This is an optimization exercise on Yosys and OpenROAD, whose aim is small area, a short achievable clock period and few clock cycles, not a production implementation. In this exercise RTL edits were held to simulation tests only and were not proved equivalent to the original. No activity file was given, so power comes from the tool's default toggle rates.

==> trial 10 <==
==> flow/design.v <==
package dcache_pkg;
    localparam int ADDR_W     = 16;
    localparam int WORD_W     = 32;
    localparam int STRB_W     = WORD_W / 8;
    localparam int LINE_WORDS = 4;
    localparam int LINE_W     = LINE_WORDS * WORD_W;
    localparam int LINES      = 16;
    localparam int OFFSET_W = $clog2(LINE_W / 8);
    localparam int INDEX_W  = $clog2(LINES);
    localparam int TAG_W    = ADDR_W - INDEX_W - OFFSET_W;
    localparam int LADDR_W  = TAG_W + INDEX_W;
    localparam int WSEL_W   = $clog2(LINE_WORDS);   
    typedef enum logic [1:0] {
        IDLE,
        WRITEBACK,
        REFILL,
        FILL
    } miss_state_t;
endpackage
`timescale 1ns/1ps
`timescale 1ns/1ps
`timescale 1ns/1ps
`timescale 1ns/1ps
`timescale 1ns/1ps
module dcache_top (
    input  logic                           CLK,
    input  logic                           RST,
    input  logic                           req_valid,
    output logic                           req_ready,
    input  logic                           req_write,
    input  logic [dcache_pkg::ADDR_W-1:0]  req_addr,
    input  logic [dcache_pkg::WORD_W-1:0]  req_wdata,
    input  logic [dcache_pkg::STRB_W-1:0]  req_wstrb,
    output logic                           rsp_valid,
    output logic [dcache_pkg::WORD_W-1:0]  rsp_rdata,
    output logic                           l2_req_valid,
    output logic [dcache_pkg::LADDR_W-1:0] l2_req_addr,
    input  logic                           l2_rsp_valid,
    input  logic [dcache_pkg::LINE_W-1:0]  l2_rsp_line,
    output logic                           l2_wb_valid,
    output logic [dcache_pkg::LADDR_W-1:0] l2_wb_addr,
    output logic [dcache_pkg::LINE_W-1:0]  l2_wb_line,
    input  logic                           l2_wb_done
);
    localparam int LINES  = dcache_pkg::LINES;
    localparam int WORDS  = dcache_pkg::LINE_WORDS;
    localparam int STRB_W = dcache_pkg::STRB_W;
    localparam int WORD_W = dcache_pkg::WORD_W;
    localparam int LINE_W = dcache_pkg::LINE_W;
    localparam int TAG_W  = dcache_pkg::TAG_W;
    localparam int IDX_W  = dcache_pkg::INDEX_W;
    localparam int WSEL_W = dcache_pkg::WSEL_W;
    logic [LINE_W-1:0] data_q [LINES];
    logic [TAG_W-1:0]  tag_q  [LINES];
    logic [LINES-1:0]  valid_q;
    logic [LINES-1:0]  dirty_q;
    logic              s1_valid;
    logic              s1_hit;      
    logic              wb_busy;     
    logic              rf_busy;     
    logic              s1_write;
    logic [TAG_W-1:0]  s1_tag;
    logic [IDX_W-1:0]  s1_idx;
    logic [WSEL_W-1:0] s1_word;
    logic [WORD_W-1:0] s1_wdata;
    logic [STRB_W-1:0] s1_wstrb;
    logic [TAG_W-1:0]  s1_vtag;     
    logic [LINE_W-1:0] s1_line;     
    logic [WORD_W-1:0] s1_rword;    
    logic [WORDS-1:0]  rf_wsel;     
    logic              s1_free;     
    logic              fill;
    logic              s1_done;
    logic              s1_wr_arr;
    logic [LINE_W-1:0] merged;
    logic [TAG_W-1:0]  r_tag;
    logic [IDX_W-1:0]  r_idx;
    logic [WSEL_W-1:0] r_word;
    logic              r_same;
    logic [TAG_W-1:0]  r_vtag;
    logic              r_hit;
    logic              r_vdirty;
    logic [LINE_W-1:0] r_line;
    assign fill      = rf_busy && l2_rsp_valid;
    assign s1_done   = s1_hit || fill;
    assign s1_wr_arr = (s1_hit && s1_write) || fill;
    assign rsp_valid = s1_done;
    assign req_ready = s1_free || fill;
    always_comb begin
        rsp_rdata = s1_rword;
        for (int w = 0; w < WORDS; w++) begin
            rsp_rdata = rsp_rdata | ({WORD_W{rf_wsel[w]}} & l2_rsp_line[w*WORD_W +: WORD_W]);
        end
    end
    assign l2_wb_valid  = wb_busy;
    assign l2_wb_addr   = {s1_vtag, s1_idx};
    assign l2_wb_line   = s1_line;
    assign l2_req_valid = rf_busy;
    assign l2_req_addr  = {s1_tag, s1_idx};
    always_comb begin
        merged = rf_busy ? l2_rsp_line : s1_line;
        for (int b = 0; b < STRB_W; b++) begin
            if (s1_write && s1_wstrb[b]) begin
                merged[s1_word*WORD_W + b*8 +: 8] = s1_wdata[b*8 +: 8];
            end
        end
    end
    assign r_tag  = req_addr[dcache_pkg::ADDR_W-1 -: TAG_W];
    assign r_idx  = req_addr[dcache_pkg::OFFSET_W +: IDX_W];
    assign r_word = req_addr[dcache_pkg::OFFSET_W-1 -: WSEL_W];
    assign r_same = s1_done && (r_idx == s1_idx);
    always_comb begin
        if (r_same) begin
            r_vtag   = s1_tag;
            r_hit    = (s1_tag == r_tag);
            r_vdirty = s1_write || (!rf_busy && dirty_q[r_idx]);
            r_line   = merged;
        end else begin
            r_vtag   = tag_q[r_idx];
            r_hit    = valid_q[r_idx] && (tag_q[r_idx] == r_tag);
            r_vdirty = valid_q[r_idx] && dirty_q[r_idx];
            r_line   = data_q[r_idx];
        end
    end
    always_ff @(posedge CLK) begin
        if (RST) begin
            s1_valid <= 1'b0;
            s1_hit   <= 1'b0;
            s1_free  <= 1'b1;
            wb_busy  <= 1'b0;
            rf_busy  <= 1'b0;
            rf_wsel  <= '0;
        end else if (req_ready) begin
            s1_valid <= req_valid;
            s1_hit   <= req_valid && r_hit;
            s1_free  <= !req_valid || r_hit;
            wb_busy  <= req_valid && !r_hit && r_vdirty;
            rf_busy  <= req_valid && !r_hit && !r_vdirty;
            for (int w = 0; w < WORDS; w++) begin
                rf_wsel[w] <= req_valid && !r_hit && !r_vdirty && r_word == w;
            end
        end else if (wb_busy && l2_wb_done) begin
            wb_busy <= 1'b0;
            rf_busy <= 1'b1;
            for (int w = 0; w < WORDS; w++) begin
                rf_wsel[w] <= s1_word == w;
            end
        end
    end
    always_ff @(posedge CLK) begin
        if (req_ready) begin
            s1_write <= req_write;
            s1_tag   <= r_tag;
            s1_idx   <= r_idx;
            s1_word  <= r_word;
            s1_wdata <= req_wdata;
            s1_wstrb <= req_wstrb;
            s1_vtag  <= r_vtag;
            s1_line  <= r_line;
            s1_rword <= r_hit ? r_line[r_word*WORD_W +: WORD_W] : '0;
        end
    end
    always_ff @(posedge CLK) begin
        for (int i = 0; i < LINES; i++) begin
            if (s1_wr_arr && s1_idx == i) begin
                data_q[i]  <= merged;
                dirty_q[i] <= s1_write;
            end
            if (fill && s1_idx == i) begin
                tag_q[i] <= s1_tag;
            end
        end
    end
    always_ff @(posedge CLK) begin
        if (RST) begin
            valid_q <= '0;
        end else if (fill) begin
            valid_q[s1_idx] <= 1'b1;
        end
    end
endmodule
==> flow/flow/run.sh <==
#!/bin/bash
set -euo pipefail
bash standard.sh "BUFFER_PORTS_ARGS=-buffer_cell sky130_fd_sc_hd__buf_2" finish > flow_make.log 2>&1
==> flow/standard.sh <==
#!/bin/bash
# synth_recipe.tcl (not shown) runs the flow's synth.tcl, then flattens the netlist and writes it again
# the make line also repeats each setting of config.mk as NAME=value (left out here)
make -C /OpenROAD-flow-scripts/flow DESIGN_CONFIG=/design/flow/config.mk WORK_HOME=/design/flow/orfs CLKGATE_MAP_FILE= SYNTH_SCRIPT=/design/flow/synth_recipe.tcl "${@:-finish}"
==> flow/config.mk <==
export PLATFORM = sky130hd
export DESIGN_NAME = dcache_top
export DESIGN_NICKNAME = dcache_top
export VERILOG_FILES = /design/flow/design.v
export SDC_FILE = /design/flow/constraint.sdc
export NUM_CORES = 4
export LEC_CHECK = 0
export CAP_MARGIN = 20
export CORE_MARGIN = 2
export CORE_UTILIZATION = 55
export SETUP_SLACK_MARGIN = 3.3
export SLEW_MARGIN = 20
==> flow/constraint.sdc <==
create_clock -name core_clock -period 6.5 [get_ports {CLK}]
set_input_delay 1.3000 -clock core_clock [delete_from_list [all_inputs] [get_ports {CLK}]]
set_output_delay 1.3000 -clock core_clock [all_outputs]
set_load 0.01 [all_outputs]
==> trial 11 (differences from trial 10) <==
--- a/flow/design.v
+++ b/flow/design.v
@@ -66,7 +66,7 @@
     logic [STRB_W-1:0] s1_wstrb;
     logic [TAG_W-1:0]  s1_vtag;     
     logic [LINE_W-1:0] s1_line;     
-    logic [WORD_W-1:0] s1_rword;    
+    logic [WORDS-1:0]  hit_wsel;    
     logic [WORDS-1:0]  rf_wsel;     
     logic              s1_free;     
     logic              fill;
@@ -87,9 +87,10 @@
     assign rsp_valid = s1_done;
     assign req_ready = s1_free || fill;
     always_comb begin
-        rsp_rdata = s1_rword;
+        rsp_rdata = '0;
         for (int w = 0; w < WORDS; w++) begin
-            rsp_rdata = rsp_rdata | ({WORD_W{rf_wsel[w]}} & l2_rsp_line[w*WORD_W +: WORD_W]);
+            rsp_rdata = rsp_rdata | ({WORD_W{hit_wsel[w]}} & s1_line[w*WORD_W +: WORD_W])
+                                  | ({WORD_W{rf_wsel[w]}} & l2_rsp_line[w*WORD_W +: WORD_W]);
         end
     end
     assign l2_wb_valid  = wb_busy;
@@ -130,6 +131,7 @@
             wb_busy  <= 1'b0;
             rf_busy  <= 1'b0;
             rf_wsel  <= '0;
+            hit_wsel <= '0;
         end else if (req_ready) begin
             s1_valid <= req_valid;
             s1_hit   <= req_valid && r_hit;
@@ -137,7 +139,8 @@
             wb_busy  <= req_valid && !r_hit && r_vdirty;
             rf_busy  <= req_valid && !r_hit && !r_vdirty;
             for (int w = 0; w < WORDS; w++) begin
-                rf_wsel[w] <= req_valid && !r_hit && !r_vdirty && r_word == w;
+                rf_wsel[w]  <= req_valid && !r_hit && !r_vdirty && r_word == w;
+                hit_wsel[w] <= req_valid && r_hit && r_word == w;
             end
         end else if (wb_busy && l2_wb_done) begin
             wb_busy <= 1'b0;
@@ -157,7 +160,6 @@
             s1_wstrb <= req_wstrb;
             s1_vtag  <= r_vtag;
             s1_line  <= r_line;
-            s1_rword <= r_hit ? r_line[r_word*WORD_W +: WORD_W] : '0;
         end
     end
     always_ff @(posedge CLK) begin
CORE_UTILIZATION = 70   (was 55)
CTS_CLUSTER_DIAMETER = 80   (was not set)
CTS_CLUSTER_SIZE = 24   (was not set)
PLACE_DENSITY = 0.75   (was not set)
==> notes.md <==
	trial 10	trial 11
Share of total power in sequential cells	52.6%	62.8%
Compound-gate portion of the synthesized area	12.5%	12.3%
Leakage power total	0.0362 uW	0.0330 uW
Syn Std Cell Area	92900 um^2	91200 um^2
Outcome	finished clean	finished clean
Final core utilization	65.5%	79.1%
Crit path to	rsp_rdata[18]	rsp_rdata[17]
DR WL met2	147000 um	133000 um
Global-route track usage on met3	5.95%	17.0%
Biggest cell delay along the critical path	0.36 ns	0.45 ns
Reg2Reg Capture Point	s1_rword[11]	data_q[4][76]
Total area of multi-input combinational cells	20000 um^2	18700 um^2
Final worst path period share	54.8%	58.5%
Overall Global Routing Usage	36.7%	45.6%
Total clock buffers created by CTS	234	112
Minimum period implied by the final worst setup slack	3.56 ns	3.80 ns
Area fraction of clock buffers and clock inverters	6.67%	3.02%
Chip Width	415 um	365 um
Post-layout worst setup margin	2.94 ns	2.70 ns
Signal buffers	776	745
Gate count of the mapped netlist	5452	5442
Standard-cell row count	150	132
Testbench counts of trial 10, summed over its fixed seeds: cycles 28,336.
Testbench counts of trial 11, summed over its fixed seeds: cycles 28,336.

[separate check: timing with driven ports]
The results above use ideal ports. As a check the final layouts listed here were re-extracted and re-timed, cells and wires unchanged. Step 1 sets driving cells, clkbuf_16 on the clock port and buf_2 on the other inputs (assumed; they add their load-dependent delay and slew). Step 2, shift: input delay + t, output delay - t, t = (earliest + latest rising clock arrival at the registers) / 2. This alone moves slack from input paths to output paths. Slacks: ideal ports / drivers / drivers and shift; pairs: ideal ports / drivers.
run | t, ns | slack for setup (ns) | worst setup path at the end | latest minus earliest clock arrival (ns) | cell pins on the clock port's net
trial 10 | 0.955 | 2.941 / 2.903 / 2.020 | input to register | 0.032 / 0.032 | 1
trial 11 | 0.839 | 2.696 / 2.615 / 2.451 | input to register | 0.052 / 0.052 | 1
After both steps every run listed still meets setup and hold. The setup slack of trial 10, which loses most, moves by -0.038 ns with the drivers and by -0.921 ns with both steps.
